This is an optimization exercise on Yosys and OpenROAD, whose aim is small area, not a production implementation. Function was checked by simulation only, so behaviour that the tests miss may differ from the original.

==> job 8495: inputs <==
Design synth_top, start of the top module:
module synth_top (
   input  logic        clk_100mhz,
   input  logic        sys_rst,
   input  logic [7:0]  keys,
   output logic        spk,
   output logic [15:0] audio_sample,
   output logic [7:0]  active_voices
);
export LEC_CHECK = 0
export CAP_MARGIN = 20
export CORE_MARGIN = 2
export CORE_UTILIZATION = 65
export CTS_BUF_LIST = sky130_fd_sc_hd__clkbuf_16
export CTS_CLUSTER_DIAMETER = 100
export CTS_CLUSTER_SIZE = 20
export GPL_TIMING_DRIVEN = 0
export SLEW_MARGIN = 20
create_clock -name core_clock -period 10.0 [get_ports {clk_100mhz}]
standard.sh (not shown) runs the stock make flow with config.mk's settings and CLKGATE_MAP_FILE= SYNTH_SCRIPT=/design/flow/synth_recipe.tcl, a recipe that flattens the netlist after the stock synthesis.
==> flow/flow/run.sh <==
#!/bin/bash
# Layout flow: the standard flow, except that synthesis maps the
# logic with an area-oriented ABC script (flow/abc_area2.script) instead
# of the speed script. The registers must come out exactly as the
# standard synthesis makes them; if they do not, the standard synthesis
# is used instead. Every tool's output goes to a log file in this folder.
set -uo pipefail
HERE=$PWD
R=$HERE/orfs/results/$FLOW_PLATFORM/synth_top/base

bash standard.sh synth > std_synth.log 2>&1 || { echo "standard synthesis failed"; exit 1; }
cp "$R/1_2_yosys.v" "$HERE/ref_1_2_yosys.v"

# 2. the same synthesis with the area ABC script
sed "s|log_cmd abc {\*}\$abc_args|log_cmd abc {*}[lreplace \$abc_args 1 1 $HERE/flow/abc_area2.script]|" \
   "$FLOW_HOME/scripts/synth.tcl" > "$HERE/area_synth_core.tcl"
if ! grep -q "abc_area2.script" "$HERE/area_synth_core.tcl"; then
   echo "could not patch synth.tcl; keeping the standard synthesis" > area_synth.log
else
   sed "s|source \$::env(SCRIPTS_DIR)/synth.tcl|source $HERE/area_synth_core.tcl|" \
      "$HERE/synth_recipe.tcl" > "$HERE/area_synth.tcl"
   mkdir -p "$HERE/std_results"
   cp -p "$R"/1_* "$HERE/std_results/"
   rm -f "$R/1_2_yosys.v" "$R/1_2_yosys.sdc" "$R/1_synth.odb" "$R/1_synth.sdc"
   if bash standard.sh SYNTH_SCRIPT="$HERE/area_synth.tcl" synth > area_synth.log 2>&1 \
      && python3 "$HERE/flow/same_regs.py" "$HERE/ref_1_2_yosys.v" "$R/1_2_yosys.v" > same_regs.log 2>&1; then
      echo "using the area synthesis" >> area_synth.log
   else
      echo "registers differ or synthesis failed; restoring the standard synthesis" >> area_synth.log
      rm -f "$R"/1_*
      cp -p "$HERE/std_results/"1_* "$R/"
   fi
fi

if [ "$(md5sum < "$R/1_2_yosys.v" | cut -c1-32)" = "$(cat flow/pol_in.md5)" ]; then
   if python3 flow/polarity.py "$R/1_2_yosys.v" "$HERE/pol_1_2_yosys.v" > polarity.log 2>&1 \
      && [ "$(md5sum < "$HERE/pol_1_2_yosys.v" | cut -c1-32)" = "$(cat flow/pol_out.md5)" ] \
      && python3 "$HERE/flow/same_regs.py" "$HERE/ref_1_2_yosys.v" "$HERE/pol_1_2_yosys.v" >> polarity.log 2>&1; then
      cp "$HERE/pol_1_2_yosys.v" "$R/1_2_yosys.v"
      rm -f "$R/1_synth.odb" "$R/1_synth.sdc"
      bash standard.sh synth > pol_synth.log 2>&1 || { echo "synth_odb failed"; exit 1; }
      echo "using the polarity netlist" >> polarity.log
   else
      echo "polarity result not the checked one; netlist left as it was" >> polarity.log
   fi
else
   echo "netlist is not the one polarity.py was checked on; left as it was" > polarity.log
fi

# 4. the rest of the standard flow
bash standard.sh finish > std_finish.log 2>&1 || { echo "layout failed"; exit 1; }
Other scripts of this flow, unchanged in this note and not shown: flow/flow/abc_area2.script, flow/flow/pol_in.md5, flow/flow/pol_out.md5, flow/flow/polarity.py, flow/flow/same_regs.py
==> job 1665: changes against job 8495 <==
--- a/flow/config.mk
+++ b/flow/config.mk
@@ -9,3 +9,3 @@
 export CORE_MARGIN = 2
-export CORE_UTILIZATION = 65
+export CORE_UTILIZATION = 55
 export CTS_BUF_LIST = sky130_fd_sc_hd__clkbuf_16
@@ -13,3 +13,2 @@
 export CTS_CLUSTER_SIZE = 20
-export GPL_TIMING_DRIVEN = 0
 export SLEW_MARGIN = 20
==> summary.txt <==
metric                                                             job 1665                 job 8495
Result of the run                                   complete, no violations  complete, no violations
Tap cell count                                                         1768                     1512
Total iterations of the first detailed-routing run                        6                        7
Number of rows created at floorplan                                     134                      124
Placeable core region                                            0.134 mm^2               0.114 mm^2
Global Route met2 Usage                                               52.6%                    60.9%
Slew of the pin with the lowest slew margin                         1220 ps                  1350 ps
Layout Nets                                                            9012                     8862
Quantity of gates resized following cts                                  46                      118
Gpl congestion                                                         1.09                     1.08
Crit-path max FO                                                          2                        3
Y dimension of the die                                               372 um                   342 um
Peak supply drop                                                 0.000152 V               0.000145 V
Number of signal-net inverters in the final layout                      581                      583

[port drivers added, routing unchanged]
How much do the figures lean on ideal ports? The routed layouts below were timed once more, with nothing changed but the port constraints.
Step 1 assumes that a clkbuf_16 drives the clock port and a buf_2 every other input.
Step 2 times the ports against the registers' clock, not the clock port: input delays grow and output delays shrink by t, the midpoint of the rising clock arrivals with the driver on.
Slacks: ideal ports / drivers / drivers and shift; pairs: ideal ports / drivers.
run	shift t [ns]	setup WS [ns]	slew at the worst register clock pin (ns)	worst slew at a driven data input, ns
job 8495	0.744	0.148 / 0.148 / 0.148	0.09 / 0.09	0.04
job 1665	0.742	0.204 / 0.204 / 0.204	0.09 / 0.09	0.06
After both steps every run listed still meets setup and hold.
